What follows belongs to an exercise in optimizing a design on an open flow for small area and a short achievable clock period; a production flow would make more cautious choices.
Where RTL was checked, it was by simulation tests only, not by an equivalence proof against the original.
Function not checked in runs 1 and 3 to 5: the RTL went through the layout flow alone.
Power figures rest on the tool's default switching activity, not on a simulated workload.

File: run.sh
#!/bin/bash
# synth_recipe.tcl (not shown) runs the flow's synth.tcl, then flattens the netlist and writes it again
# the make line also repeats each setting of config.mk as NAME=value (left out here)
make -C /OpenROAD-flow-scripts/flow DESIGN_CONFIG=/design/flow/config.mk WORK_HOME=/design/flow/orfs CLKGATE_MAP_FILE= SYNTH_SCRIPT=/design/flow/synth_recipe.tcl finish
File: config.mk
export PLATFORM = sky130hd
export DESIGN_NAME = fifo_flagged
export DESIGN_NICKNAME = fifo_flagged
export VERILOG_FILES = /design/flow/design.v
export SDC_FILE = /design/flow/constraint.sdc
export NUM_CORES = 4
export LEC_CHECK = 0
export CAP_MARGIN = 20
export CORE_MARGIN = 2
export CORE_UTILIZATION = 40
export SETUP_SLACK_MARGIN = 3.5
export SLEW_MARGIN = 20
File: constraint.sdc
create_clock -name core_clock -period 6.0 [get_ports {clk}]
set_input_delay 1.2000 -clock core_clock [delete_from_list [all_inputs] [get_ports {clk}]]
set_output_delay 1.2000 -clock core_clock [all_outputs]
set_load 0.01 [all_outputs]
File: design.v
module fifo_flagged_ram #(
  parameter int WIDTH  = 8,
  parameter int DEPTH  = 256,
  parameter int ADDR_W = 8
) (
  input  logic              clk,
  input  logic              shift,
  input  logic [WIDTH-1:0]  wdata,
  input  logic [ADDR_W-1:0] raddr,
  output logic [WIDTH-1:0]  rdata
);
  logic [WIDTH-1:0] mem [0:DEPTH-1];
  logic [15:0]      rhi, rlo;
  always_ff @(posedge clk) begin
    if (shift) begin
      mem[0] <= wdata;
      for (int w = 1; w < DEPTH; w++) mem[w] <= mem[w-1];
    end
  end
  logic [WIDTH-1:0] row [0:15];
  always_comb begin
    for (int i = 0; i < 16; i++) begin
      rhi[i] = (raddr[7:4] == 4'(i));
      rlo[i] = (raddr[3:0] == 4'(i));
    end
    rdata = '0;
    for (int i = 0; i < 16; i++) begin
      row[i] = '0;
      for (int j = 0; j < 16; j++)
        row[i] = row[i] | ({WIDTH{rlo[j]}} & mem[16*i + j]);
      rdata = rdata | ({WIDTH{rhi[i]}} & row[i]);
    end
  end
endmodule
module fifo_flagged #(
  parameter int WIDTH    = 8,
  parameter int DEPTH    = 256,
  parameter int AF_LEVEL = DEPTH - 2,
  parameter int AE_LEVEL = 2
) (
  input  logic                           clk,
  input  logic                           reset_n,
  input  logic                           push,
  input  logic                           pop,
  input  logic                           flush,
  input  logic                           clear_err,
  input  logic [WIDTH-1:0]               din,
  output logic [WIDTH-1:0]               dout,
  output logic [$clog2(DEPTH+1)-1:0]     count,
  output logic                           empty,
  output logic                           full,
  output logic                           almost_full,
  output logic                           almost_empty,
  output logic                           overflow,
  output logic                           underflow,
  output logic [$clog2(DEPTH+1)-1:0]     max_level
);
  localparam int CNT_W  = $clog2(DEPTH+1);
  localparam int ADDR_W = $clog2(DEPTH);
  logic [ADDR_W-1:0] rnext_r;
  logic [CNT_W-1:0]  count_r, max_r;
  logic              empty_r, full_r, af_r, ae_r, one_r, two_r, ovf_r, unf_r;
  logic              pend_v_r;
  logic [WIDTH-1:0]  pend_d_r, dout_r, rd_data;
  logic pop_ok, wr, rd, inc, dec, ovf_ev, unf_ev;
  logic [CNT_W-1:0] cnt_inc, cnt_dec, cnt_nxt, max_nxt;
  logic empty_n, full_n, af_n, ae_n, one_n, two_n;
  always_comb begin
    pop_ok = pop & ~empty_r;
    wr     = push & (~full_r | pop_ok) & ~flush;
    rd     = pop_ok & ~flush;
    inc    = wr & ~rd;
    dec    = rd & ~wr;
    ovf_ev = push & full_r & ~pop_ok & ~flush;
    unf_ev = pop & empty_r & ~flush;
    cnt_inc = count_r + 1'b1;
    cnt_dec = count_r - 1'b1;
    if (flush) begin
      cnt_nxt = '0;
      empty_n = 1'b1; full_n = 1'b0; af_n = 1'b0; ae_n = 1'b1; one_n = 1'b0; two_n = 1'b0;
    end else if (inc) begin
      cnt_nxt = cnt_inc;
      empty_n = 1'b0;
      full_n  = (count_r == CNT_W'(DEPTH - 1));
      af_n    = (count_r >= CNT_W'(AF_LEVEL - 1));
      ae_n    = (count_r <= CNT_W'(AE_LEVEL - 1));
      one_n   = empty_r;
      two_n   = one_r;
    end else if (dec) begin
      cnt_nxt = cnt_dec;
      empty_n = one_r;
      full_n  = 1'b0;
      af_n    = (count_r >= CNT_W'(AF_LEVEL + 1));
      ae_n    = (count_r <= CNT_W'(AE_LEVEL + 1));
      one_n   = two_r;
      two_n   = (count_r == CNT_W'(3));
    end else begin
      cnt_nxt = count_r;
      empty_n = empty_r; full_n = full_r; af_n = af_r; ae_n = ae_r; one_n = one_r; two_n = two_r;
    end
    if (clear_err | (inc & (count_r == max_r))) max_nxt = cnt_nxt;
    else                                        max_nxt = max_r;
  end
  always_ff @(posedge clk or negedge reset_n) begin
    if (!reset_n) begin
      count_r  <= '0;
      max_r    <= '0;
      empty_r  <= 1'b1;
      full_r   <= 1'b0;
      af_r     <= 1'b0;
      ae_r     <= 1'b1;
      one_r    <= 1'b0;
      two_r    <= 1'b0;
      ovf_r    <= 1'b0;
      unf_r    <= 1'b0;
      pend_v_r <= 1'b0;
      rnext_r  <= ADDR_W'(DEPTH - 2);
    end else begin
      count_r  <= cnt_nxt;
      max_r    <= max_nxt;
      empty_r  <= empty_n;
      full_r   <= full_n;
      af_r     <= af_n;
      ae_r     <= ae_n;
      one_r    <= one_n;
      two_r    <= two_n;
      if (ovf_ev) ovf_r <= 1'b1;
      else if (clear_err) ovf_r <= 1'b0;
      if (unf_ev) unf_r <= 1'b1;
      else if (clear_err) unf_r <= 1'b0;
      pend_v_r <= wr;
      if (flush)
        rnext_r <= ADDR_W'(DEPTH - 2);
      else if (pend_v_r & ~rd)
        rnext_r <= rnext_r + 1'b1;
      else if (rd & ~pend_v_r)
        rnext_r <= rnext_r - 1'b1;
    end
  end
  always_ff @(posedge clk) begin
    pend_d_r <= din;
    if (empty_r | (rd & one_r))
      dout_r <= din;
    else if (rd)
      dout_r <= (two_r & pend_v_r) ? pend_d_r : rd_data;
  end
  fifo_flagged_ram #(
    .WIDTH (WIDTH),
    .DEPTH (DEPTH),
    .ADDR_W(ADDR_W)
  ) u_ram (
    .clk  (clk),
    .shift(pend_v_r),
    .wdata(pend_d_r),
    .raddr(rnext_r),
    .rdata(rd_data)
  );
  assign dout         = dout_r;
  assign count        = count_r;
  assign empty        = empty_r;
  assign full         = full_r;
  assign almost_full  = af_r;
  assign almost_empty = ae_r;
  assign overflow     = ovf_r;
  assign underflow    = unf_r;
  assign max_level    = max_r;
endmodule
==> impl_metrics.env, run 1 <==
export IMPL_cap_violations=0
export IMPL_async_flop_share=0.0167
export IMPL_finalMaxSlewViolations=0
export IMPL_layout_commonest_cell="edfxtp_1"
export IMPL_holdBufCountCts=0
export IMPL_min_period_ns=3.39
export IMPL_finalCritPeriodShare=0.565
export IMPL_hold_class="flip-flop to flip-flop"
export IMPL_fmax_ghz=0.295
export IMPL_placed_area_um2=83100
export IMPL_avgSynthCellArea_um2=18.0
export IMPL_worst_slack_ns=2.61
export IMPL_grt_pass1_wl_mm=393
export IMPL_rsz0062_at_grt="yes"
export IMPL_die_x_um=447
export IMPL_grt_pass1_vias=47400
export IMPL_dr_pass1_iters=8
export IMPL_tightest_slew_ns=1.34
export IMPL_slew_headroom=0.107
export IMPL_yosysWarningCount=4
export IMPL_nets=4818
export IMPL_fin_cells=7605
export IMPL_syn_inst=4358
export IMPL_place_gp_congestion=0.896
export IMPL_mostFrequentLayoutCells="edfxtp_1, a22oi_1, buf_4"
export IMPL_setup_tns_ns=0
export IMPL_antenna_left=0
export IMPL_crit_type="flip-flop to flip-flop"
export IMPL_cts_max_level=4
export IMPL_vdd_drop_max_mv=0.290
export IMPL_track_usage=0.285
export IMPL_dp_hpwl_mm=163
export IMPL_required_ns=6.59
export IMPL_start_util=0.403
export IMPL_synth_cell_area_um2=78600
export IMPL_grt_max_degree=173
export IMPL_area_growth_syn_to_layout_pct=20.5
export IMPL_final_cell_area_um2=94800
export IMPL_holdWs_ns=0.418
export IMPL_rows=162
export IMPL_core_area_um2=195000
export IMPL_cts_sinks=2099
export IMPL_final_setup_viol_count=0
export IMPL_clk_pin_slew_ns=0.07
export IMPL_ys_ff_latch=2099
export IMPL_io_buffers=45
export IMPL_fillers=16000
export IMPL_cp_arrival_ns=3.98
export IMPL_synthFlopType="edfxtp_1"
export IMPL_drtIter0Drc=11400
export IMPL_grt_overflow_total=0
export IMPL_place_inst=6948
export IMPL_vias_per_cell=6.72
export IMPL_antenna_found_initial=24
export IMPL_insertion_delay_ns=0.89
export IMPL_p_per_area_nw_per_um2=371
export IMPL_post_drt_wl_per_cell_um=38.5
export IMPL_crit_fanout=8
export IMPL_clock_root_buffer="clkbuf_16"
export IMPL_io_pins=46
export IMPL_seq_area_um2=62800
export IMPL_pre_cts_ws_ns=1.08
export IMPL_hold_violations=0
export IMPL_drt_wl_total_mm=293
export IMPL_cp_start_kind="flip-flop"
export IMPL_drcViolationCount=0
export IMPL_fin_skew_ns=0.0517
export IMPL_multi_input_area_um2=15800
export IMPL_layout_drive_gt1_share=0.220
export IMPL_syn_nets=4383
export IMPL_end_kind="flip-flop"
export IMPL_clock_path_buffers=3
export IMPL_reg2reg_setup_slack_ns=2.61
export IMPL_seq_area_frac_synth=0.798
export IMPL_cts_tree="built"
export IMPL_die_area_um2=200000
export IMPL_yosysUniqueCellTypes=84
export IMPL_vias=51100
export IMPL_synth_edf_count=2056
export IMPL_die_y_um=447
export IMPL_cts_made_buffers=206
export IMPL_outcome="complete, no violations"
export IMPL_p_leak_nw=31.4
[layout make-up]
cell class	count	area share
flip-flops and latches	2099	0.663
multi-input cells	1975	0.166
repair buffers	499	0.0661
clock buffers	256	0.0572
well taps	2624	0.0346
clock inverters	119	0.0119
inverters	12	0.000581
diodes	21	0.000554
[worst max-delay path, stage by stage, from the launching register on]
cell	delay [ns]
dfstp_4	0.50
buf_8	0.17
clkbuf_16	0.18
nand2_2	0.41
buf_4	0.36
o22ai_1	0.14
a211o_1	0.30
o21ai_1	0.46
o2111ai_1	0.23
nor4_2	0.24
a21oi_1	0.12
[cells by family after synthesis]
kind of cell | after synthesis | synth area share
flip-flops | 2099 | 0.798
AO/OA/AOI/OAI | 1292 | 0.125
AND/OR/NAND/NOR | 459 | 0.0286
buffers and inverters | 288 | 0.0178
multiplexers | 186 | 0.0255
XOR/XNOR | 23 | 0.00256
adder cells (fa/ha/maj) | 11 | 0.00185
[sequential cells by signal (all words and copies together) (netlist names)]
signal	count
two_r	1
u_ram.mem	2048
empty_r	1
ae_r	1
pend_v_r	1
ovf_r	1
af_r	1
unf_r	1
pend_d_r	8
full_r	1
max_r	9
count_r	9
dout_r	8
rnext_r	8
one_r	1
[cell usage after synthesis (68+ instances only)]
| master | n | share of area |
|---|---|---|
| edfxtp_1 | 2056 | 0.79 |
| a22oi_1 | 416 | 0.040 |
| a22o_1 | 177 | 0.020 |
| a221oi_1 | 154 | 0.017 |
| o21ai_0 | 141 | 0.0090 |
| nor2_1 | 132 | 0.0063 |
| nand2_1 | 122 | 0.0058 |
| clkbuf_1 | 113 | 0.0054 |
| mux2i_1 | 104 | 0.013 |
| buf_2 | 98 | 0.0062 |
| a21oi_1 | 84 | 0.0053 |
| mux2_2 | 77 | 0.011 |
| a222oi_1 | 68 | 0.0087 |
[routing by layer]
layer | GRT usage | part of all wire | routed length [um]
met1 | 0.386 | 0.36 | 105000
met2 | 0.407 | 0.42 | 124000
met3 | 0.0887 | 0.15 | 44600
met4 | 0.158 | 0.064 | 18800
met5 | 0.00220 | 0.0011 | 312
[worst paths after layout]
check | endpoint | from | cells past startpoint
max | dout_r[7] | rnext_r[1] | 10
min | u_ram.mem[231][3] | u_ram.mem[230][3] | 0
max reg2reg | dout_r[7] | rnext_r[1] | 10
min reg2reg | u_ram.mem[231][3] | u_ram.mem[230][3] | 0
max in group asynchronous | rnext_r[0] | reset_n | 2
min in group asynchronous | max_r[8] | reset_n | 2
[per-stage QoR]
| stage | util | power (mW) |
|---|---|---|
| 3_5_place_dp | 0.426 | 21.3 |
| 4_1_cts | 0.481 | 34.8 |
| 2_1_floorplan | - | 19.6 |
| 6_report | 0.486 | 35.1 |
| 3_3_place_gp | 0.426 | 21.3 |
| 5_1_grt | 0.485 | 35.8 |
[repair_timing]
item,in CTS,in global routing
endpoints found under the setup margin,1925,1035
pin swaps,77,52
gates resized for setup,541,78
setup buffers,187,37
cloned,33,3
[report_power, final]
part	switching (mW)	internal (mW)
Sequential	0.403	16.7
Combinational	3.42	1.74
Clock	5.76	7.07
==> run 2, diff against run 1 <==
--- a/design.v
+++ b/design.v
@@ -11,11 +11,23 @@
 );
-  logic [WIDTH-1:0] mem [0:DEPTH-1];
-  logic [15:0]      rhi, rlo;
-  always_ff @(posedge clk) begin
-    if (shift) begin
-      mem[0] <= wdata;
-      for (int w = 1; w < DEPTH; w++) mem[w] <= mem[w-1];
-    end
-  end
-  logic [WIDTH-1:0] row [0:15];
+  localparam int NG1 = (DEPTH + 2) / 3;    
+  localparam int NG2 = (NG1 + 3) / 4;      
+  localparam int NG3 = (NG2 + 3) / 4;      
+  logic [DEPTH-1:0][WIDTH-1:0] mem, mem_nxt;
+  logic [DEPTH-1:0][WIDTH-1:0] mem_prev;
+  logic                        keep;
+  logic [15:0]                 rhi, rlo;
+  logic [DEPTH-1:0]            rsel;
+  assign keep = ~shift;
+  always_comb begin
+    mem_prev[0] = wdata;
+    for (int w = 1; w < DEPTH; w++) mem_prev[w] = mem[w-1];
+  end
+  for (genvar w = 0; w < DEPTH; w++) begin : g_word
+    for (genvar b = 0; b < WIDTH; b++) begin : g_bit
+      fifo_flagged_ao22 u_hold (
+        .a1(shift), .a2(mem_prev[w][b]), .b1(keep), .b2(mem[w][b]), .y(mem_nxt[w][b])
+      );
+    end
+  end
+  always_ff @(posedge clk) mem <= mem_nxt;
   always_comb begin
@@ -25,10 +37,54 @@
     end
-    rdata = '0;
-    for (int i = 0; i < 16; i++) begin
-      row[i] = '0;
-      for (int j = 0; j < 16; j++)
-        row[i] = row[i] | ({WIDTH{rlo[j]}} & mem[16*i + j]);
-      rdata = rdata | ({WIDTH{rhi[i]}} & row[i]);
-    end
-  end
+    for (int w = 0; w < DEPTH; w++) rsel[w] = rhi[w / 16] & rlo[w % 16];
+  end
+  for (genvar b = 0; b < WIDTH; b++) begin : g_rd
+    logic [NG1-1:0] t1;    
+    logic [NG2-1:0] t2;    
+    logic [NG3-1:0] t3;    
+    for (genvar g = 0; g < NG1; g++) begin : g_l1
+      if (3*g + 2 < DEPTH) begin : g_3
+        fifo_flagged_aoi222 u (
+          .a1(rsel[3*g]),   .a2(mem[3*g][b]),
+          .b1(rsel[3*g+1]), .b2(mem[3*g+1][b]),
+          .c1(rsel[3*g+2]), .c2(mem[3*g+2][b]),
+          .y(t1[g])
+        );
+      end else begin : g_1
+        fifo_flagged_nand2 u (.a(rsel[3*g]), .b(mem[3*g][b]), .y(t1[g]));
+      end
+    end
+    for (genvar g = 0; g < NG2; g++) begin : g_l2
+      if (4*g + 3 < NG1) begin : g_4
+        fifo_flagged_nand4 u (.a(t1[4*g]), .b(t1[4*g+1]), .c(t1[4*g+2]), .d(t1[4*g+3]), .y(t2[g]));
+      end else begin : g_2
+        fifo_flagged_nand2 u (.a(t1[4*g]), .b(t1[4*g+1]), .y(t2[g]));
+      end
+    end
+    for (genvar g = 0; g < NG3; g++) begin : g_l3
+      if (4*g + 3 < NG2) begin : g_4
+        fifo_flagged_nor4 u (.a(t2[4*g]), .b(t2[4*g+1]), .c(t2[4*g+2]), .d(t2[4*g+3]), .y(t3[g]));
+      end else begin : g_2
+        fifo_flagged_nor2 u (.a(t2[4*g]), .b(t2[4*g+1]), .y(t3[g]));
+      end
+    end
+    assign rdata[b] = ~&t3;
+  end
+endmodule
+module fifo_flagged_ao22 (input logic a1, a2, b1, b2, output logic y);
+  assign y = (a1 & a2) | (b1 & b2);
+endmodule
+module fifo_flagged_aoi222 (input logic a1, a2, b1, b2, c1, c2, output logic y);
+  assign y = ~((a1 & a2) | (b1 & b2) | (c1 & c2));
+endmodule
+module fifo_flagged_nand2 (input logic a, b, output logic y);
+  assign y = ~(a & b);
+endmodule
+module fifo_flagged_nand4 (input logic a, b, c, d, output logic y);
+  assign y = ~(a & b & c & d);
+endmodule
+module fifo_flagged_nor2 (input logic a, b, output logic y);
+  assign y = ~(a | b);
+endmodule
+module fifo_flagged_nor4 (input logic a, b, c, d, output logic y);
+  assign y = ~(a | b | c | d);
 endmodule
--- a/config.mk
+++ b/config.mk
@@ -12 +12,2 @@
 export SLEW_MARGIN = 20
+export SYNTH_HIERARCHICAL = 1
==> run 2 against run 1 <==
  * Clock skew shrank 0.010 ns
  * First-iteration DRC count down 15%
  * Largest cell class unchanged
  * Largest power group unchanged
  * Area after synthesis fell by 8.5%
  * Worst setup slack got worse by 0.35 ns
  * Highest routed layer unchanged
  * Still clean
  * Core utilization decreased by 0.67 points
==> impl_metrics.env, run 2 <==
export IMPL_cts_sinks=2099
export IMPL_nets=6082
export IMPL_synth_xor_area_share=0.00170
export IMPL_required_ns=6.58
export IMPL_core_area_um2=179000
export IMPL_dp_hpwl_mm=134
export IMPL_internal_power_mw=22.2
export IMPL_syn_nets=5676
export IMPL_synth_common_cells="dfxtp_1, a22o_1, a222oi_1"
export IMPL_io_pins=46
export IMPL_post_drt_wl_per_cell_um=25.6
export IMPL_place_gp_congestion=0.865
export IMPL_top_register="u_ram.mem"
export IMPL_grt_overflow_total=0
export IMPL_min_period_ns=3.74
export IMPL_hold_class="input port to async pin"
export IMPL_syn_inst=5650
export IMPL_die_y_um=428
export IMPL_cts_max_level=4
export IMPL_largest_reg_flops=2048
export IMPL_die_x_um=428
export IMPL_clk_pin_slew_ns=0.07
export IMPL_cts_made_buffers=209
export IMPL_dr_pass1_iters=10
export IMPL_yosysWarningCount=8
export IMPL_drcViolationCount=0
export IMPL_pwr_share_clk=0.450
export IMPL_p_leak_nw=31.5
export IMPL_async_flop_share=0.0167
export IMPL_ys_ff_latch=2099
export IMPL_muxShareOfSynthArea=0.00353
export IMPL_vias=57300
export IMPL_antenna_left=0
export IMPL_place_inst=8025
export IMPL_synth_most_common_cell="dfxtp_1"
export IMPL_slew_headroom=0.256
export IMPL_vdd_drop_max_mv=0.262
export IMPL_crit_fanout=8
export IMPL_grt_max_degree=276
export IMPL_cp_start_kind="flip-flop"
export IMPL_finalMaxSlewViolations=0
export IMPL_seqPwrFrac=0.496
export IMPL_final_setup_viol_count=0
export IMPL_setup_tns_ns=0
export IMPL_reg_top3="u_ram.mem: 2048 flops, count_r: 9 flops, max_r: 9 flops"
export IMPL_track_usage=0.224
export IMPL_outcome="complete, no violations"
export IMPL_drt_wl_total_mm=220
export IMPL_fin_skew_ns=0.0412
export IMPL_synth_top_area_cell="dfxtp_1"
export IMPL_insertion_delay_ns=0.86
export IMPL_grt_pass1_vias=52600
export IMPL_cts_tree="built"
export IMPL_drtIter0Drc=9776
export IMPL_synthFlopType="dfxtp_1"
export IMPL_clock_path_buffers=3
export IMPL_p_per_area_nw_per_um2=339
export IMPL_synth_fa_ha_area_frac=0.00219
export IMPL_fillers=15700
export IMPL_swShare=0.235
export IMPL_avgSynthCellArea_um2=12.7
export IMPL_mostFrequentLayoutCells="dfxtp_1, a22o_1, a222oi_1"
export IMPL_rows=155
export IMPL_end_kind="flip-flop"
export IMPL_layout_commonest_cell="dfxtp_1"
export IMPL_fin_cells=8586
export IMPL_hold_violations=0
export IMPL_tightest_slew_ns=1.12
export IMPL_reg2reg_setup_slack_ns=2.26
export IMPL_p_comb_frac=0.054
export IMPL_synth_cell_area_um2=72000
export IMPL_vias_per_cell=6.67
export IMPL_synthTopCellsByArea="dfxtp_1, a22o_1, a222oi_1"
export IMPL_crit_type="flip-flop to flip-flop"
export IMPL_start_util=0.403
export IMPL_grt_pass1_wl_mm=329
export IMPL_cap_violations=0
export IMPL_yosys_area_share_simple=0.0500
export IMPL_clock_root_buffer="clkbuf_16"
export IMPL_cp_arrival_ns=4.31
export IMPL_synth_top_family_by_area="compound AO/OA/AOI/OAI gates"
export IMPL_total_power_mw=29.0
export IMPL_synth_compound_gate_area_share=0.349
export IMPL_fmax_ghz=0.268
export IMPL_io_buffers=45
export IMPL_synth_edf_count=8
export IMPL_yosysUniqueCellTypes=66
export IMPL_antenna_found_initial=11
export IMPL_finalCritPeriodShare=0.623
export IMPL_seq_area_frac_synth=0.587
export IMPL_power_switching_mw=6.83
export IMPL_area_growth_syn_to_layout_pct=18.8
export IMPL_yosysTopAreaCellShare=0.572
export IMPL_rsz0062_at_grt="yes"
export IMPL_layout_drive_gt1_share=0.132
export IMPL_die_area_um2=183000
-- run 2: changes by cell type in the layout (fill, tap and decap cells not counted), moves of 94 or more --
cell	previous run	this run
a22o_1	177	2048
a221oi_1	114	0
a222oi_1	68	680
mux2i_1	104	10
edfxtp_1	2056	8
buf_4	266	138
dfxtp_1	8	2056
a22oi_1	416	2
nand4_1	24	173
-- run 2: cells by family (layout without fill, tap and decap cells) --
| group | count (synthesis) | count (layout) |
|---|---|---|
| xor gates and xnor gates | 14 | 14 |
| AOI/OAI and AO/OA | 2789 | 2789 |
| and+or+nand+nor | 628 | 630 |
| other | 0 | 7 |
| muxes | 23 | 23 |
| DFF | 2099 | 2099 |
| buffers and inverters | 85 | 657 |
| adders and majority gates | 12 | 12 |
-- run 2: through the flow --
stage | setup slack, ns | hold slack (ns) | util | instance area (um^2)
3_5_place_dp | 1.25 | 0.457 | 0.423 | 75600
6_report | 2.26 | 0.476 | 0.479 | 85500
3_3_place_gp | 1.15 | 0.451 | 0.423 | 75600
5_1_grt | 2.28 | 0.487 | 0.479 | 85500
4_1_cts | 2.40 | 0.431 | 0.476 | 85000
2_1_floorplan | -87.80 | 0.439 | - | 72000
-- run 2: critical path: stages, from the launching register on --
cell and delay [ns]:
dfstp_4 0.49, buf_4 0.17, buf_4 0.15, or4b_4 0.34, nor2_4 0.12, a222oi_1 0.44
nand4_1 0.43, nor4_4 0.60, and4_4 0.39, nand3_1 0.10, mux2i_1 0.15, a21oi_1 0.08
-- run 2: power by group through the flow --
stage / clock, mW / sequential (mW) / combinational (mW)
after global placement: 0 / 14.7 / 1.08
final: 13.1 / 14.4 / 1.57
after CTS: 13.3 / 14.4 / 1.42
after global routing: 13.9 / 14.4 / 1.65
after detailed placement: 0 / 14.7 / 1.10
after floorplan: 0 / 14.7 / 0.551
-- run 2: metal layers --
| metal | GRT usage | part of all wire | routed length [um] | vias up |
|---|---|---|---|---|
| met5 | 0 | 0.00010 | 23 | - |
| met4 | 0.0987 | 0.039 | 8630 | 4 |
| met3 | 0.0342 | 0.066 | 14500 | 387 |
| met2 | 0.337 | 0.45 | 98600 | 2184 |
| met1 | 0.317 | 0.45 | 97900 | 29100 |
| li1 | - | - | - | 25600 |
-- run 2: repair_timing --
item | in CTS | in global routing
resized for setup | 410 | 74
hold buffers | 0 | 0
endpoints found under the setup margin | 1987 | 214
gates cloned | 7 | 2
pin swaps | 132 | 130
setup buffers | 140 | 25
-- run 2: final cells by class --
type                       count  area [um^2]  share of cell area
sequential                  2099        42400               0.495
multi-input combinational   3468        30200               0.353
clock buffer                 310         6080              0.0711
timing repair buffer         269         3040              0.0355
tap                         2355         2950              0.0344
clock inverter                69          811             0.00948
inverter                       8         46.3            0.000541
antenna                        7         17.5            0.000205
timing repair inverter         1         8.76            0.000102
-- run 2: path summary, 6_finish.rpt --
path,start,endpoint,cells past startpoint
min reg2reg,u_ram.mem[1270],u_ram.mem[1278],1
max,rnext_r[1],dout_r[4],11
min in group core_clock,u_ram.mem[1270],u_ram.mem[1278],1
max reg2reg,rnext_r[1],dout_r[4],11
min,reset_n,max_r[1],1
max in group asynchronous,reset_n,count_r[4],1
-- run 2: modules after synthesis, one instance, submodules excluded, excerpt --
module | cells inside | cell area, um^2
fifo_flagged_nor2 | 1 | 3.75
fifo_flagged_ao22 | 1 | 8.76
fifo_flagged_nand4 | 1 | 6.26
fifo_flagged | 275 | 2830
fifo_flagged_aoi222 | 1 | 10.0
fifo_flagged_nor4 | 1 | 12.5
==> run 3, diff against run 2 <==
--- a/design.v
+++ b/design.v
@@ -3,3 +3,3 @@
   parameter int DEPTH  = 256,
-  parameter int ADDR_W = 8
+  parameter int ADDR_W = 8    
 ) (
@@ -8,3 +8,4 @@
   input  logic [WIDTH-1:0]  wdata,
-  input  logic [ADDR_W-1:0] raddr,
+  input  logic [15:0]       nrhi,     
+  input  logic [15:0]       nrlo,     
   output logic [WIDTH-1:0]  rdata
@@ -17,3 +18,2 @@
   logic                        keep;
-  logic [15:0]                 rhi, rlo;
   logic [DEPTH-1:0]            rsel;
@@ -32,8 +32,4 @@
   always_ff @(posedge clk) mem <= mem_nxt;
-  always_comb begin
-    for (int i = 0; i < 16; i++) begin
-      rhi[i] = (raddr[7:4] == 4'(i));
-      rlo[i] = (raddr[3:0] == 4'(i));
-    end
-    for (int w = 0; w < DEPTH; w++) rsel[w] = rhi[w / 16] & rlo[w % 16];
+  for (genvar w = 0; w < DEPTH; w++) begin : g_sel
+    fifo_flagged_nor2 u_sel (.a(nrhi[w / 16]), .b(nrlo[w % 16]), .y(rsel[w]));
   end
@@ -71,2 +67,5 @@
   end
+endmodule
+module fifo_flagged_mux2 (input logic s, a1, a0, output logic y);
+  assign y = s ? a1 : a0;
 endmodule
@@ -115,3 +114,3 @@
   localparam int ADDR_W = $clog2(DEPTH);
-  logic [ADDR_W-1:0] rnext_r;
+  logic [15:0]       nrhi_r, nrlo_r;    
   logic [CNT_W-1:0]  count_r, max_r;
@@ -172,3 +171,4 @@
       pend_v_r <= 1'b0;
-      rnext_r  <= ADDR_W'(DEPTH - 2);
+      nrhi_r   <= ~16'h8000;    
+      nrlo_r   <= ~16'h4000;
     end else begin
@@ -187,9 +187,24 @@
       pend_v_r <= wr;
-      if (flush)
-        rnext_r <= ADDR_W'(DEPTH - 2);
-      else if (pend_v_r & ~rd)
-        rnext_r <= rnext_r + 1'b1;
-      else if (rd & ~pend_v_r)
-        rnext_r <= rnext_r - 1'b1;
-    end
+      if (flush) begin
+        nrhi_r <= ~16'h8000;
+        nrlo_r <= ~16'h4000;
+      end else if (pend_v_r & ~rd) begin
+        nrlo_r <= {nrlo_r[14:0], nrlo_r[15]};
+        if (~nrlo_r[15]) nrhi_r <= {nrhi_r[14:0], nrhi_r[15]};
+      end else if (rd & ~pend_v_r) begin
+        nrlo_r <= {nrlo_r[0], nrlo_r[15:1]};
+        if (~nrlo_r[0]) nrhi_r <= {nrhi_r[0], nrhi_r[15:1]};
+      end
+    end
+  end
+  logic             sel_mem;
+  logic [WIDTH-1:0] dout_alt, dout_nxt;
+  always_comb begin
+    sel_mem = rd & ~one_r & ~(two_r & pend_v_r);
+    if (empty_r | (rd & one_r)) dout_alt = din;
+    else if (rd)                dout_alt = pend_d_r;
+    else                        dout_alt = dout_r;
+  end
+  for (genvar b = 0; b < WIDTH; b++) begin : g_dout
+    fifo_flagged_mux2 u_mux (.s(sel_mem), .a1(rd_data[b]), .a0(dout_alt[b]), .y(dout_nxt[b]));
   end
@@ -197,6 +212,3 @@
     pend_d_r <= din;
-    if (empty_r | (rd & one_r))
-      dout_r <= din;
-    else if (rd)
-      dout_r <= (two_r & pend_v_r) ? pend_d_r : rd_data;
+    dout_r   <= dout_nxt;
   end
@@ -210,3 +222,4 @@
     .wdata(pend_d_r),
-    .raddr(rnext_r),
+    .nrhi (nrhi_r),
+    .nrlo (nrlo_r),
     .rdata(rd_data)
==> flow/run.sh (new file) <==
#!/bin/bash
# Own layout flow: the standard ORFS flow (standard.sh), with a few
# layout-only settings changed on the make command line:
#  * ports buffered with plain buffers instead of the delay buffer that
#    buffer_ports picks by default;
#  * timing repair and resizing not limited to cells of the same footprint;
#  * clock tree built from larger sink clusters, without dummy loads.
# Synthesis is standard.sh's own, unchanged. Each tool's full output goes to
# ORFS's own log folder (orfs/logs/...); make's output goes to flow_make.log.
set -euo pipefail
cd "$(dirname "$0")/.."
bash standard.sh \
  MATCH_CELL_FOOTPRINT=0 \
  "BUFFER_PORTS_ARGS=-buffer_cell sky130_fd_sc_hd__buf_4" \
  "CTS_ARGS=-sink_clustering_enable -repair_clock_nets -dont_use_dummy_load -sink_clustering_size 30 -sink_clustering_max_diameter 80" \
  finish > flow_make.log 2>&1
==> standard.sh (new file) <==
#!/bin/bash
# synth_recipe.tcl (not shown) runs the flow's synth.tcl, then flattens the netlist and writes it again
# the make line also repeats each setting of config.mk as NAME=value (left out here)
make -C /OpenROAD-flow-scripts/flow DESIGN_CONFIG=/design/flow/config.mk WORK_HOME=/design/flow/orfs CLKGATE_MAP_FILE= SYNTH_SCRIPT=/design/flow/synth_recipe.tcl "${@:-finish}"
--- a/config.mk
+++ b/config.mk
@@ -10,3 +10,3 @@
 export CORE_UTILIZATION = 40
-export SETUP_SLACK_MARGIN = 3.5
+export SETUP_SLACK_MARGIN = 3.6
 export SLEW_MARGIN = 20
removed: run.sh
==> run 3 against run 2 <==
  * Count of clock-buffer cells in the layout fell by 212
  * Flip-flop and latch count grew 24
  * Core utilization fell by 3.1 points
  * First-iteration DRC count fell by 1.8%
  * Combinational power decreased by 39%
  * Synthesized cell count increased by 0.28%
  * Non-clock buffer count down 62
  * Critical endpoint is now dout_r[2]
==> impl_metrics.env, run 3 <==
export IMPL_outcome="complete, no violations"
export IMPL_cp_arrival_ns=4.07
export IMPL_yosysTopAreaCellShare=0.571
export IMPL_end_kind="flip-flop"
export IMPL_synth_edf_count=0
export IMPL_yosysUniqueCellTypes=54
export IMPL_grt_pass1_vias=51300
export IMPL_vias=56400
export IMPL_top_register="u_ram.mem"
export IMPL_crit_type="flip-flop to flip-flop"
export IMPL_p_per_area_nw_per_um2=281
export IMPL_cp_start_kind="flip-flop"
export IMPL_clock_root_buffer="clkbuf_16"
export IMPL_drtIter0Drc=9602
export IMPL_setup_tns_ns=0
export IMPL_synthFlopType="dfxtp_1"
export IMPL_antenna_found_initial=5
export IMPL_vias_per_cell=6.78
export IMPL_cts_max_level=3
export IMPL_die_area_um2=184000
export IMPL_layout_drive_gt1_share=0.0853
export IMPL_hold_class="flip-flop to flip-flop"
export IMPL_die_y_um=429
export IMPL_rsz0062_at_grt="yes"
export IMPL_reg2reg_setup_slack_ns=2.57
export IMPL_holdPathStages=1
export IMPL_yosysWarningCount=8
export IMPL_hold_violations=0
export IMPL_layout_commonest_cell="dfxtp_1"
export IMPL_grt_overflow_total=0
export IMPL_cts_tree="built"
export IMPL_drt_wl_total_mm=212
export IMPL_synth_common_cells="dfxtp_1, a22o_1, a222oi_1"
export IMPL_cts_sinks=2123
export IMPL_p_leak_nw=29.2
export IMPL_die_x_um=429
export IMPL_clock_path_buffers=3
export IMPL_cap_violations=0
export IMPL_post_drt_wl_per_cell_um=25.5
export IMPL_slew_headroom=0.284
export IMPL_rr_worst_depth=9
export IMPL_io_buffers=45
export IMPL_reg_top3="u_ram.mem: 2048 flops, nrhi_r: 16 flops, nrlo_r: 16 flops"
export IMPL_finalMaxSlewViolations=0
export IMPL_place_gp_congestion=0.848
export IMPL_syn_nets=5684
export IMPL_largest_reg_flops=2048
export IMPL_holdWs_ns=0.423
export IMPL_avgSynthCellArea_um2=12.8
export IMPL_dp_hpwl_mm=129
export IMPL_crit_fanout=8
export IMPL_fin_skew_ns=0.106
export IMPL_required_ns=6.64
export IMPL_synthTopCellsByArea="dfxtp_1, a22o_1, a222oi_1"
export IMPL_syn_inst=5666
export IMPL_antenna_left=0
export IMPL_seq_area_frac_synth=0.592
export IMPL_dr_pass1_iters=11
export IMPL_grt_max_degree=235
export IMPL_r2r_end="dout_r[2]"
export IMPL_area_growth_syn_to_layout_pct=11.6
export IMPL_drcViolationCount=0
export IMPL_clk_pin_slew_ns=0.12
export IMPL_mostFrequentLayoutCells="dfxtp_1, a22o_1, a222oi_1"
export IMPL_finalCritPeriodShare=0.571
export IMPL_whs_endpoint="u_ram.mem[1845]"
export IMPL_r2r_start="nrhi_r[11]"
export IMPL_synth_most_common_cell="dfxtp_1"
export IMPL_vdd_drop_max_mv=0.214
export IMPL_nets=5966
export IMPL_ys_ff_latch=2123
export IMPL_cts_made_buffers=98
export IMPL_worstHoldStart="u_ram.mem[1837]"
export IMPL_fmax_ghz=0.292
export IMPL_rows=156
export IMPL_synth_cell_area_um2=72300
export IMPL_final_setup_viol_count=0
export IMPL_start_util=0.401
export IMPL_io_pins=46
export IMPL_core_area_um2=180000
export IMPL_grt_pass1_wl_mm=318
export IMPL_tightest_slew_ns=1.07
export IMPL_async_flop_share=0.0278
export IMPL_track_usage=0.213
export IMPL_synth_top_area_cell="dfxtp_1"
export IMPL_min_period_ns=3.43
export IMPL_insertion_delay_ns=0.77
==> run 3: through the flow <==
| step | cell area, um^2 | worst slack [ns] | utilization | std cells | power (mW) |
|---|---|---|---|---|---|
| 5_1_grt | 80700 | 2.62 | 0.448 | 8318 | 23.5 |
| 2_1_floorplan | 72300 | -87.83 | - | 5666 | 15.3 |
| 6_report | 80700 | 2.57 | 0.448 | 8318 | 22.7 |
| 3_5_place_dp | 76100 | 1.62 | 0.423 | 8104 | 15.7 |
| 4_1_cts | 80200 | 2.68 | 0.445 | 8291 | 22.9 |
| 3_3_place_gp | 76100 | 1.53 | 0.423 | 8104 | 15.7 |
==> run 3: cells by family (layout without fill, tap and decap cells) <==
family | count (synthesis) | count (layout) | synth area share
simple gates | 631 | 631 | 0.0459
buf+inv | 33 | 313 | 0.00182
xor+xnor | 11 | 11 | 0.00133
compound gates | 2813 | 2813 | 0.350
flops | 2123 | 2123 | 0.592
mux | 51 | 51 | 0.00787
other cells | 0 | 2 | 0
fa+ha+maj | 4 | 4 | 0.000692
==> run 3: modules after synthesis, one instance, submodules excluded, a selection <==
module	cells inside	copies in the design	cell area, um^2	flops+latches
fifo_flagged_nor2	1	264	3.75	0
fifo_flagged_nor4	1	40	12.5	0
fifo_flagged_aoi222	1	680	10.0	0
fifo_flagged_mux2	1	8	15.0	0
fifo_flagged_nand2	1	16	3.75	0
fifo_flagged	377	1	3740	75
fifo_flagged_nand4	1	168	6.26	0
fifo_flagged_ao22	1	2048	8.76	0
==> run 3: worst max path at each step <==
stage                          start      endpoint  slack, ns  depth (start not counted)
after floorplan             pend_v_r  u_ram.mem[0]     -87.83                          2
after global placement     nrlo_r[6]     dout_r[5]       1.53                          7
after detailed placement   nrlo_r[0]     dout_r[4]       1.62                          8
after CTS                 nrhi_r[10]     dout_r[5]       2.68                          8
after global routing      nrhi_r[11]     dout_r[2]       2.62                          9
final                     nrhi_r[11]     dout_r[2]       2.57                          9
==> run 3: area by class of cell <==
| type | instances | area, um^2 |
|---|---|---|
| clock buffer | 98 | 2450 |
| multi-input combinational | 3510 | 29800 |
| tap | 2370 | 2970 |
| timing repair buffer | 207 | 2470 |
| fill | 16400 | 99400 |
| antenna | 2 | 5.00 |
| inverter | 8 | 46.3 |
| sequential | 2123 | 43000 |
==> run 3: metal layers <==
layer  GRT usage  routed length [um]  vias up
li1            -                   -    25300
met1       0.315               97700    28600
met2       0.323               94200     2169
met3      0.0246               13000      309
met4      0.0686                6890        0
met5           0                   0        -
==> run 3: where the power goes <==
part / switching [mW] / internal [mW] / leakage, nW / total (mW)
registers: 0.205 / 14.3 / 17.3 / 14.5
logic: 0.663 / 0.301 / 10.7 / 0.965
clock network: 4.33 / 2.92 / 1.21 / 7.25
total: 5.20 / 17.5 / 29.2 / 22.7
==> run 3: repair_timing <==
action	4_1_cts	5_1_grt
gates resized for setup	210	70
hold buffers	0	0
pin swaps	64	60
setup buffers	86	21
gates cloned	3	4
setup endpoints to repair	1647	935
==> run 3: critical path: stages (launching register included) <==
cell and delay (ns):
dfstp_4 0.65, buf_12 0.15, buf_6 0.11, nor2_2 0.07
a222oi_1 0.47, nand4_1 0.31, nor4_4 0.77, and4_4 0.40
nand3_2 0.08, mux2_4 0.28
==> run 4, diff against run 3 <==
--- a/design.v
+++ b/design.v
@@ -8,4 +8,4 @@
   input  logic [WIDTH-1:0]  wdata,
-  input  logic [15:0]       nrhi,     
-  input  logic [15:0]       nrlo,     
+  input  logic [15:0]       rhi,      
+  input  logic [15:0]       rlo,      
   output logic [WIDTH-1:0]  rdata
@@ -13,4 +13,6 @@
   localparam int NG1 = (DEPTH + 2) / 3;    
-  localparam int NG2 = (NG1 + 3) / 4;      
-  localparam int NG3 = (NG2 + 3) / 4;      
+  localparam int NG2 = (NG1 + 2) / 3;      
+  localparam int NG3 = (NG2 + 1) / 2;      
+  localparam int NG4 = (NG3 + 2) / 3;      
+  localparam int NG5 = (NG4 + 1) / 2;      
   logic [DEPTH-1:0][WIDTH-1:0] mem, mem_nxt;
@@ -19,2 +21,3 @@
   logic [DEPTH-1:0]            rsel;
+  logic [15:0]                 nrhi, nrlo;
   assign keep = ~shift;
@@ -32,2 +35,4 @@
   always_ff @(posedge clk) mem <= mem_nxt;
+  assign nrhi = ~rhi;
+  assign nrlo = ~rlo;
   for (genvar w = 0; w < DEPTH; w++) begin : g_sel
@@ -36,5 +41,7 @@
   for (genvar b = 0; b < WIDTH; b++) begin : g_rd
-    logic [NG1-1:0] t1;    
-    logic [NG2-1:0] t2;    
-    logic [NG3-1:0] t3;    
+    logic [NG1-1:0] t1;
+    logic [NG2-1:0] t2;
+    logic [NG3-1:0] t3;
+    logic [NG4-1:0] t4;
+    logic [NG5-1:0] t5;
     for (genvar g = 0; g < NG1; g++) begin : g_l1
@@ -47,2 +54,8 @@
         );
+      end else if (3*g + 1 < DEPTH) begin : g_2
+        fifo_flagged_aoi22 u (
+          .a1(rsel[3*g]),   .a2(mem[3*g][b]),
+          .b1(rsel[3*g+1]), .b2(mem[3*g+1][b]),
+          .y(t1[g])
+        );
       end else begin : g_1
@@ -51,17 +64,7 @@
     end
-    for (genvar g = 0; g < NG2; g++) begin : g_l2
-      if (4*g + 3 < NG1) begin : g_4
-        fifo_flagged_nand4 u (.a(t1[4*g]), .b(t1[4*g+1]), .c(t1[4*g+2]), .d(t1[4*g+3]), .y(t2[g]));
-      end else begin : g_2
-        fifo_flagged_nand2 u (.a(t1[4*g]), .b(t1[4*g+1]), .y(t2[g]));
-      end
-    end
-    for (genvar g = 0; g < NG3; g++) begin : g_l3
-      if (4*g + 3 < NG2) begin : g_4
-        fifo_flagged_nor4 u (.a(t2[4*g]), .b(t2[4*g+1]), .c(t2[4*g+2]), .d(t2[4*g+3]), .y(t3[g]));
-      end else begin : g_2
-        fifo_flagged_nor2 u (.a(t2[4*g]), .b(t2[4*g+1]), .y(t3[g]));
-      end
-    end
-    assign rdata[b] = ~&t3;
+    fifo_flagged_nand3_tree #(.N(NG1)) u_l2 (.a(t1), .y(t2));
+    fifo_flagged_nor2_tree  #(.N(NG2)) u_l3 (.a(t2), .y(t3));
+    fifo_flagged_nand3_tree #(.N(NG3)) u_l4 (.a(t3), .y(t4));
+    fifo_flagged_nor2_tree  #(.N(NG4)) u_l5 (.a(t4), .y(t5));
+    assign rdata[b] = ~&t5;
   end
@@ -80,4 +83,33 @@
 endmodule
-module fifo_flagged_nand4 (input logic a, b, c, d, output logic y);
-  assign y = ~(a & b & c & d);
+module fifo_flagged_nand3 (input logic a, b, c, output logic y);
+  assign y = ~(a & b & c);
+endmodule
+module fifo_flagged_aoi22 (input logic a1, a2, b1, b2, output logic y);
+  assign y = ~((a1 & a2) | (b1 & b2));
+endmodule
+module fifo_flagged_nand3_tree #(parameter int N = 3) (
+  input  logic [N-1:0]         a,
+  output logic [(N+2)/3-1:0]   y
+);
+  for (genvar g = 0; g < (N+2)/3; g++) begin : g_n
+    if (3*g + 2 < N) begin : g_3
+      fifo_flagged_nand3 u (.a(a[3*g]), .b(a[3*g+1]), .c(a[3*g+2]), .y(y[g]));
+    end else if (3*g + 1 < N) begin : g_2
+      fifo_flagged_nand2 u (.a(a[3*g]), .b(a[3*g+1]), .y(y[g]));
+    end else begin : g_1
+      assign y[g] = ~a[3*g];
+    end
+  end
+endmodule
+module fifo_flagged_nor2_tree #(parameter int N = 2) (
+  input  logic [N-1:0]         a,
+  output logic [(N+1)/2-1:0]   y
+);
+  for (genvar g = 0; g < (N+1)/2; g++) begin : g_n
+    if (2*g + 1 < N) begin : g_2
+      fifo_flagged_nor2 u (.a(a[2*g]), .b(a[2*g+1]), .y(y[g]));
+    end else begin : g_1
+      assign y[g] = ~a[2*g];
+    end
+  end
 endmodule
@@ -85,5 +117,2 @@
   assign y = ~(a | b);
-endmodule
-module fifo_flagged_nor4 (input logic a, b, c, d, output logic y);
-  assign y = ~(a | b | c | d);
 endmodule
@@ -114,3 +143,3 @@
   localparam int ADDR_W = $clog2(DEPTH);
-  logic [15:0]       nrhi_r, nrlo_r;    
+  logic [15:0]       rhi_r, rlo_r;      
   logic [CNT_W-1:0]  count_r, max_r;
@@ -171,4 +200,4 @@
       pend_v_r <= 1'b0;
-      nrhi_r   <= ~16'h8000;    
-      nrlo_r   <= ~16'h4000;
+      rhi_r    <= 16'h8000;     
+      rlo_r    <= 16'h4000;
     end else begin
@@ -188,10 +217,10 @@
       if (flush) begin
-        nrhi_r <= ~16'h8000;
-        nrlo_r <= ~16'h4000;
+        rhi_r <= 16'h8000;
+        rlo_r <= 16'h4000;
       end else if (pend_v_r & ~rd) begin
-        nrlo_r <= {nrlo_r[14:0], nrlo_r[15]};
-        if (~nrlo_r[15]) nrhi_r <= {nrhi_r[14:0], nrhi_r[15]};
+        rlo_r <= {rlo_r[14:0], rlo_r[15]};
+        if (rlo_r[15]) rhi_r <= {rhi_r[14:0], rhi_r[15]};
       end else if (rd & ~pend_v_r) begin
-        nrlo_r <= {nrlo_r[0], nrlo_r[15:1]};
-        if (~nrlo_r[0]) nrhi_r <= {nrhi_r[0], nrhi_r[15:1]};
+        rlo_r <= {rlo_r[0], rlo_r[15:1]};
+        if (rlo_r[0]) rhi_r <= {rhi_r[0], rhi_r[15:1]};
       end
@@ -222,4 +251,4 @@
     .wdata(pend_d_r),
-    .nrhi (nrhi_r),
-    .nrlo (nrlo_r),
+    .rhi  (rhi_r),
+    .rlo  (rlo_r),
     .rdata(rd_data)
--- a/flow/run.sh
+++ b/flow/run.sh
@@ -14,3 +14,3 @@
   "BUFFER_PORTS_ARGS=-buffer_cell sky130_fd_sc_hd__buf_4" \
-  "CTS_ARGS=-sink_clustering_enable -repair_clock_nets -dont_use_dummy_load -sink_clustering_size 30 -sink_clustering_max_diameter 80" \
+  "CTS_ARGS=-sink_clustering_enable -repair_clock_nets -dont_use_dummy_load -sink_clustering_size 30 -sink_clustering_max_diameter 70" \
   finish > flow_make.log 2>&1
--- a/config.mk
+++ b/config.mk
@@ -9,4 +9,4 @@
 export CORE_MARGIN = 2
-export CORE_UTILIZATION = 40
-export SETUP_SLACK_MARGIN = 3.6
+export CORE_UTILIZATION = 55
+export SETUP_SLACK_MARGIN = 3.7
 export SLEW_MARGIN = 20
==> run 4 against run 3 <==
  * Core utilization rose by 18 points
  * Critical path type is now flip-flop to primary output
  * Die area down 27%
  * Critical path depth is 8 lower
  * First-iteration DRC count rose by 11%
  * Clock power rose by 9.5%
  * Critical endpoint is now empty
==> impl_metrics.env, run 4 <==
export IMPL_outcome="complete, no violations"
export IMPL_clock_root_buffer="clkbuf_16"
export IMPL_finalCritPeriodShare=0.456
export IMPL_yosysUniqueCellTypes=60
export IMPL_insertion_delay_ns=0.78
export IMPL_setup_tns_ns=0
export IMPL_grt_max_degree=235
export IMPL_fin_cells=8007
export IMPL_syn_nets=5898
export IMPL_r2r_start="empty_r"
export IMPL_hold_class="flip-flop to flip-flop"
export IMPL_fillers=10400
export IMPL_top_register="u_ram.mem"
export IMPL_antenna_found_initial=1
export IMPL_grt_pass1_vias=51300
export IMPL_io_pins=46
export IMPL_wl_met2_mm=91.7
export IMPL_syn_inst=5880
export IMPL_cp_top_family="flip-flops"
export IMPL_synth_top_area_cell="dfxtp_1"
export IMPL_internal_power_mw=18.3
export IMPL_final_setup_viol_count=0
export IMPL_yosysWarningCount=8
export IMPL_diodes=0
export IMPL_io_buffers=45
export IMPL_whs_endpoint="u_ram.mem[1724]"
export IMPL_layout_drive_gt1_share=0.129
export IMPL_drt_wl_total_mm=211
export IMPL_cts_made_buffers=119
export IMPL_grt_overflow_total=0
export IMPL_crit_chain="buf_6"
export IMPL_finalMaxSlewViolations=0
export IMPL_synth_most_common_cell="dfxtp_1"
export IMPL_largest_reg_flops=2048
export IMPL_synth_edf_count=0
export IMPL_tightest_slew_ns=1.23
export IMPL_cp_slowest_cell="dfstp_4"
export IMPL_post_drt_wl_per_cell_um=26.4
export IMPL_crit_type="flip-flop to primary output"
export IMPL_drcViolationCount=0
export IMPL_dp_hpwl_mm=130
export IMPL_place_inst=7712
export IMPL_end_kind="primary output"
export IMPL_synthFlopType="dfxtp_1"
export IMPL_placed_area_um2=75700
export IMPL_swShare=0.234
export IMPL_cts_max_level=3
export IMPL_critPathBufInv=1
export IMPL_r2r_end="max_r[6]"
export IMPL_total_power_mw=23.8
export IMPL_slowest_delay_ns=0.68
export IMPL_rsz0062_at_grt="yes"
export IMPL_hold_violations=0
export IMPL_synthTopCellsByArea="dfxtp_1, a22o_1, a222oi_1"
export IMPL_final_cell_area_um2=82800
export IMPL_vias=57400
export IMPL_worstHoldStart="u_ram.mem[1716]"
export IMPL_power_switching_mw=5.58
export IMPL_min_period_ns=2.74
export IMPL_p_comb_frac=0.058
export IMPL_grt_pass1_wl_mm=318
export IMPL_track_usage=0.293
export IMPL_synth_common_cells="dfxtp_1, a22o_1, a222oi_1"
export IMPL_antenna_left=0
export IMPL_drt_met1_wl_mm=100
export IMPL_seqPwrFrac=0.609
export IMPL_reg_top3="u_ram.mem: 2048 flops, rhi_r: 16 flops, rlo_r: 16 flops"
export IMPL_die_area_um2=135000
export IMPL_p_per_area_nw_per_um2=288
export IMPL_yosysTopAreaCellShare=0.569
export IMPL_highest_layer="met4"
export IMPL_synth_cell_area_um2=72600
export IMPL_clock_path_buffers=3
export IMPL_async_flop_share=0.0278
export IMPL_fmax_ghz=0.365
export IMPL_holdPathStages=1
export IMPL_place_gp_congestion=0.847
export IMPL_core_area_um2=131000
export IMPL_holdWs_ns=0.474
export IMPL_nets=6272
export IMPL_required_ns=4.80
export IMPL_die_y_um=367
export IMPL_dr_pass1_iters=9
export IMPL_drtIter0Drc=10700
export IMPL_area_growth_syn_to_layout_pct=14.0
export IMPL_rr_worst_depth=8
export IMPL_die_x_um=367
export IMPL_mostFrequentLayoutCells="dfxtp_1, a22o_1, a222oi_1"
export IMPL_seq_area_frac_synth=0.589
export IMPL_p_leak_nw=31.3
export IMPL_cp_arrival_ns=1.54
export IMPL_ys_ff_latch=2123
export IMPL_cap_violations=0
export IMPL_pwr_share_clk=0.333
export IMPL_start_util=0.553
export IMPL_cp_start_kind="flip-flop"
export IMPL_crit_fanout=2
export IMPL_clk_pin_slew_ns=0.12
export IMPL_cts_sinks=2123
export IMPL_fin_skew_ns=0.0708
export IMPL_slew_headroom=0.177
export IMPL_reg2reg_setup_slack_ns=3.33
export IMPL_vias_per_cell=7.16
export IMPL_wl_met3_mm=14.5
export IMPL_avgSynthCellArea_um2=12.4
export IMPL_layout_commonest_cell="dfxtp_1"
export IMPL_rows=133
export IMPL_cts_tree="built"
export IMPL_vdd_drop_max_mv=0.263
## run 4: cell types whose count changed after synthesis, sizes merged, moves of 12 or more
cell / delta
dfrtp: +28
dfstp: -28
nor4: -43
nor2: +104
nand4: -169
inv: +47
o21ai: +14
nand2: +17
nand3: +266
a21o: -12
a21oi: -16
## run 4: worst max path at each step
stage	to	slack, ns	start	cells past startpoint
6_report	empty	3.26	empty_r	1
5_1_grt	empty	3.22	empty_r	1
4_1_cts	empty	3.22	empty_r	1
3_5_place_dp	dout_r[6]	2.15	pop	8
3_3_place_gp	dout_r[5]	1.97	rlo_r[12]	9
2_1_floorplan	u_ram.mem[0]	-87.93	pend_v_r	2
## run 4: layer usage
metal,track usage,vias up
li1,-,25900
met1,0.456,29000
met2,0.424,2186
met3,0.0376,281
met4,0.0772,0
met5,0,-
## run 4: Yosys stat by module, one instance, submodules excluded, a selection
module | flops+latches | cell area [um^2] | cells inside | copies in the design
fifo_flagged_nand3 | 0 | 5.00 | 1 | 264
fifo_flagged_nor2 | 0 | 3.75 | 1 | 384
fifo_flagged_mux2 | 0 | 15.0 | 1 | 8
fifo_flagged_ao22 | 0 | 8.76 | 1 | 2048
fifo_flagged | 75 | 3720 | 375 | 1
fifo_flagged_nand2 | 0 | 3.75 | 1 | 16
fifo_flagged_aoi222 | 0 | 10.0 | 1 | 680
## run 4: cells by family (layout without fill, tap and decap cells)
kind of cell	after synthesis	after routing	synth area share
adders and majority gates	4	4	0.000689
AOI/OAI and AO/OA	2804	2805	0.348
xor gates and xnor gates	14	14	0.00169
buffers and inverters	84	455	0.00462
DFF	2123	2123	0.589
muxes	46	46	0.00703
and+or+nand+nor	805	805	0.0489
## run 4: final cells by class
cell class / count / area [um^2] / area share
inverters: 55 / 368 / 0.00444
multi-input cells: 3674 / 31000 / 0.374
flip-flops and latches: 2123 / 42900 / 0.518
repair buffers: 279 / 3390 / 0.0409
clock buffers: 119 / 2980 / 0.0360
well taps: 1755 / 2200 / 0.0265
repair inverters: 2 / 18.8 / 0.000227
## run 4: repair_timing
item | 4_1_cts | 5_1_grt
gates resized for setup | 537 | 72
hold buffers | 0 | 0
cloned | 8 | 4
pin swaps | 261 | 120
hold endpoints to repair | 0 | 0
setup buffers | 133 | 31
setup endpoints to repair | 1746 | 1467
## run 4: through the flow
| step | setup WS [ns] | util |
|---|---|---|
| 3_3_place_gp | 1.97 | 0.577 |
| 6_report | 3.26 | 0.630 |
| 4_1_cts | 3.22 | 0.626 |
| 2_1_floorplan | -87.93 | - |
| 3_5_place_dp | 2.15 | 0.577 |
| 5_1_grt | 3.22 | 0.630 |
## run 4: power groups by stage
| stage | logic (mW) | clock network, mW | registers (mW) |
|---|---|---|---|
| global placement | 1.05 | 0 | 14.8 |
| finish | 1.39 | 7.94 | 14.5 |
| CTS | 1.33 | 8.09 | 14.5 |
| global route | 1.46 | 8.58 | 14.5 |
| floorplan | 0.482 | 0 | 14.9 |
| detailed placement | 1.06 | 0 | 14.8 |
==> run 5, diff against run 4 <==
--- a/design.v
+++ b/design.v
@@ -144,2 +144,6 @@
   logic [15:0]       rhi_r, rlo_r;      
+  localparam logic [15:0] RHI_RST = 16'h8000;    
+  localparam logic [15:0] RLO_RST = 16'h4000;
+  logic [15:0]       rhi_q, rlo_q;
+  logic              ne_q, nae_q;
   logic [CNT_W-1:0]  count_r, max_r;
@@ -191,6 +195,6 @@
       max_r    <= '0;
-      empty_r  <= 1'b1;
+      ne_q     <= 1'b0;
       full_r   <= 1'b0;
       af_r     <= 1'b0;
-      ae_r     <= 1'b1;
+      nae_q    <= 1'b0;
       one_r    <= 1'b0;
@@ -200,4 +204,4 @@
       pend_v_r <= 1'b0;
-      rhi_r    <= 16'h8000;     
-      rlo_r    <= 16'h4000;
+      rhi_q    <= '0;
+      rlo_q    <= '0;
     end else begin
@@ -205,6 +209,6 @@
       max_r    <= max_nxt;
-      empty_r  <= empty_n;
+      ne_q     <= ~empty_n;
       full_r   <= full_n;
       af_r     <= af_n;
-      ae_r     <= ae_n;
+      nae_q    <= ~ae_n;
       one_r    <= one_n;
@@ -217,10 +221,10 @@
       if (flush) begin
-        rhi_r <= 16'h8000;
-        rlo_r <= 16'h4000;
+        rhi_q <= '0;
+        rlo_q <= '0;
       end else if (pend_v_r & ~rd) begin
-        rlo_r <= {rlo_r[14:0], rlo_r[15]};
-        if (rlo_r[15]) rhi_r <= {rhi_r[14:0], rhi_r[15]};
+        rlo_q <= {rlo_r[14:0], rlo_r[15]} ^ RLO_RST;
+        if (rlo_r[15]) rhi_q <= {rhi_r[14:0], rhi_r[15]} ^ RHI_RST;
       end else if (rd & ~pend_v_r) begin
-        rlo_r <= {rlo_r[0], rlo_r[15:1]};
-        if (rlo_r[0]) rhi_r <= {rhi_r[0], rhi_r[15:1]};
+        rlo_q <= {rlo_r[0], rlo_r[15:1]} ^ RLO_RST;
+        if (rlo_r[0]) rhi_q <= {rhi_r[0], rhi_r[15:1]} ^ RHI_RST;
       end
@@ -228,2 +232,6 @@
   end
+  assign empty_r = ~ne_q;
+  assign ae_r    = ~nae_q;
+  assign rhi_r   = rhi_q ^ RHI_RST;
+  assign rlo_r   = rlo_q ^ RLO_RST;
   logic             sel_mem;
==> run 5 against run 4 <==
  * Still clean on timing, DRC and antenna
  * Register-to-register slack worse by 0.17 ns
  * Total power up 1.5%
  * Critical endpoint is now dout_r[1]
  * Sequential power about the same
  * Global-route usage grew 0.46 points
==> impl_metrics.env, run 5 <==
export IMPL_slowest_delay_ns=0.69
export IMPL_grt_overflow_total=0
export IMPL_internal_power_mw=18.6
export IMPL_grt_pass1_vias=52100
export IMPL_hold_class="flip-flop to flip-flop"
export IMPL_r2r_start="rlo_q[15]"
export IMPL_cp_top_family="simple AND/OR/NAND/NOR gates"
export IMPL_rsz0062_at_grt="yes"
export IMPL_finalMaxSlewViolations=0
export IMPL_crit_chain="inv_4, buf_12, nor2_4, a222oi_1, nand3_1, nor2_4, nand3_2, nor2_2, nand3_1, mux2_4"
export IMPL_power_switching_mw=5.59
export IMPL_min_period_ns=2.84
export IMPL_nets=6287
export IMPL_fmax_ghz=0.352
export IMPL_required_ns=6.65
export IMPL_layout_drive_gt1_share=0.125
export IMPL_critPathBufInv=2
export IMPL_clock_path_buffers=3
export IMPL_finalCritPeriodShare=0.474
export IMPL_p_comb_frac=0.056
export IMPL_drcViolationCount=0
export IMPL_die_y_um=368
export IMPL_io_buffers=45
export IMPL_synthFlopType="dfxtp_1"
export IMPL_slew_headroom=0.293
export IMPL_end_kind="flip-flop"
export IMPL_insertion_delay_ns=0.78
export IMPL_setup_tns_ns=0
export IMPL_critPathLaunch="rlo_q[15]"
export IMPL_vias_per_cell=7.20
export IMPL_yosysTopAreaCellShare=0.568
export IMPL_avgSynthCellArea_um2=12.3
export IMPL_cts_sinks=2123
export IMPL_fin_skew_ns=0.0427
export IMPL_rows=133
export IMPL_reg_top3="u_ram.mem: 2048 flops, rhi_q: 16 flops, rlo_q: 16 flops"
export IMPL_pwr_share_clk=0.344
export IMPL_hold_violations=0
export IMPL_clock_root_buffer="clkbuf_16"
export IMPL_vias=57800
export IMPL_antenna_found_initial=0
export IMPL_p_leak_nw=31.3
export IMPL_synth_top_area_cell="dfxtp_1"
export IMPL_p_per_area_nw_per_um2=291
export IMPL_cp_arrival_ns=3.50
export IMPL_seqPwrFrac=0.600
export IMPL_crit_fanout=8
export IMPL_diodes=0
export IMPL_die_area_um2=135000
export IMPL_mostFrequentLayoutCells="dfxtp_1, a22o_1, a222oi_1"
export IMPL_syn_inst=5893
export IMPL_antenna_left=0
export IMPL_drt_wl_total_mm=215
export IMPL_synth_common_cells="dfxtp_1, a22o_1, a222oi_1"
export IMPL_cap_violations=0
export IMPL_cp_start_kind="flip-flop"
export IMPL_track_usage=0.298
export IMPL_dp_hpwl_mm=130
export IMPL_cp_slowest_cell="a222oi_1"
export IMPL_swShare=0.231
export IMPL_grt_max_degree=184
export IMPL_clk_pin_slew_ns=0.10
export IMPL_synth_most_common_cell="dfxtp_1"
export IMPL_syn_nets=5911
export IMPL_die_x_um=368
export IMPL_async_flop_share=0.0278
export IMPL_holdPathStages=1
export IMPL_grt_pass1_wl_mm=322
export IMPL_total_power_mw=24.2
export IMPL_final_setup_viol_count=0
export IMPL_cts_tree="built"
export IMPL_io_pins=46
export IMPL_cts_max_level=4
export IMPL_largest_reg_flops=2048
export IMPL_yosysWarningCount=8
export IMPL_synth_edf_count=0
export IMPL_worstHoldStart="u_ram.mem[296]"
export IMPL_rr_worst_depth=10
export IMPL_seq_area_frac_synth=0.588
export IMPL_synthTopCellsByArea="dfxtp_1, a22o_1, a222oi_1"
export IMPL_vdd_drop_max_mv=0.281
export IMPL_yosysUniqueCellTypes=60
export IMPL_synth_cell_area_um2=72700
export IMPL_layout_commonest_cell="dfxtp_1"
export IMPL_start_util=0.554
export IMPL_crit_type="flip-flop to flip-flop"
export IMPL_area_growth_syn_to_layout_pct=14.2
export IMPL_dr_pass1_iters=10
export IMPL_cts_made_buffers=130
export IMPL_core_area_um2=131000
export IMPL_critical_path_depth=10
export IMPL_top_register="u_ram.mem"
export IMPL_outcome="complete, no violations"
export IMPL_post_drt_wl_per_cell_um=26.7
export IMPL_drtIter0Drc=10300
export IMPL_place_gp_congestion=0.836
export IMPL_tightest_slew_ns=1.06
export IMPL_ys_ff_latch=2123
export IMPL_fillers=10200
-- run 5: path summary, 6_finish.rpt --
path	to	slack (ns)
worst max-delay path	dout_r[1]	3.16
max in group asynchronous	rhi_q[1]	4.84
worst min-delay path	u_ram.mem[304]	0.48
worst max register to register	dout_r[1]	3.16
worst min register to register	u_ram.mem[304]	0.48
min in group asynchronous	max_r[6]	0.51
-- run 5: area by class of cell --
class                   instances  area, um^2  area share
clock buffers                 130        3250      0.0392
well taps                    1755        2200      0.0264
inverters                      59         369     0.00444
multi-input cells            3682       30900       0.372
repair buffers                269        3450      0.0415
flip-flops and latches       2123       42900       0.516
repair inverters                4        33.8    0.000407
-- run 5: routing by layer --
layer  vias to the layer above  global-route usage  wire [um]
li1                      25900                   -          -
met1                     29100               0.445      98000
met2                      2389               0.438      94200
met3                       313              0.0470      15700
met4                         0              0.0932       6500
met5                         -                   0          0
-- run 5: kinds of logic after synthesis --
family	count (synthesis)	synth area share
xor+xnor	10	0.00120
mux	49	0.00748
compound gates	2817	0.348
fa+ha+maj	4	0.000688
flops	2123	0.588
simple gates	801	0.0489
buf+inv	89	0.00509
-- run 5: modules after synthesis (local to each module, per instance), excerpt --
module,copies in the design,cells inside
fifo_flagged,1,388
fifo_flagged_mux2,8,1
fifo_flagged_aoi222,680,1
fifo_flagged_ao22,2048,1
fifo_flagged_nand3,264,1
fifo_flagged_nand2,16,1
fifo_flagged_nor2,384,1
-- run 5: what timing repair did --
| action | 4_1_cts | 5_1_grt |
|---|---|---|
| pin swaps | 182 | 149 |
| endpoints found under the setup margin | 2018 | 1428 |
| gates cloned | 12 | 6 |
| buffers inserted | 124 | 34 |
| resized for setup | 496 | 88 |
| hold buffers | 0 | 0 |
-- run 5: power by group through the flow --
stage	Clock, mW	Combinational, mW	Sequential (mW)
6_report	8.33	1.36	14.5
5_1_grt	9.00	1.43	14.5
4_1_cts	8.50	1.29	14.5
3_5_place_dp	0	1.06	14.8
3_3_place_gp	0	1.04	14.8
2_1_floorplan	0	0.490	14.9
-- run 5: per-stage QoR --
stage,setup WS (ns),utilization,hold WS [ns],instances,instance area (um^2)
floorplan,-87.80,-,0.439,5893,72700
global placement,2.06,0.577,0.452,7714,75700
detailed placement,2.23,0.577,0.456,7716,75800
CTS,3.20,0.627,0.476,7982,82300
global route,3.19,0.633,0.495,8022,83100
finish,3.16,0.633,0.477,8022,83100

separate check: timing with driven ports:
The flow's constraints put no driver on any port. The routed layouts listed below were extracted and timed again, unchanged, in two steps.
Step 1 (the two cells are an assumption about what drives the block):
set clk [get_ports {clk}]
set_driving_cell -lib_cell sky130_fd_sc_hd__clkbuf_16 $clk
set_driving_cell -lib_cell sky130_fd_sc_hd__buf_2 [delete_from_list [all_inputs] $clk]
Step 2 also shifts input and output timing later by t, the mid clock arrival at the registers, as if the neighbouring blocks saw the same clock.
a / b / c = ideal / step 1 / step 2; a / b = the first two.
run | t (ns) | setup WS [ns] | hold WS [ns] | clock arrival spread, ns | pins driven straight from the clock port
run 1 | 0.940 | 2.612 / 2.612 / 2.290 | 0.418 / 0.418 / 0.418 | 0.057 / 0.057 | 1
run 2 | 0.916 | 2.264 / 2.264 / 2.264 | 0.476 / 0.476 / 0.476 | 0.045 / 0.046 | 1
run 3 | 0.803 | 2.573 / 2.573 / 2.491 | 0.423 / 0.423 / 0.423 | 0.123 / 0.123 | 1
run 4 | 0.823 | 3.262 / 3.180 / 2.753 | 0.474 / 0.474 / 0.474 | 0.080 / 0.080 | 1
run 5 | 0.845 | 3.157 / 3.132 / 2.886 | 0.477 / 0.458 / 0.477 | 0.048 / 0.049 | 1
After both steps every run listed still meets setup and hold. The setup slack of run 4, which loses most, moves by -0.082 ns with the drivers and by -0.509 ns with both steps.
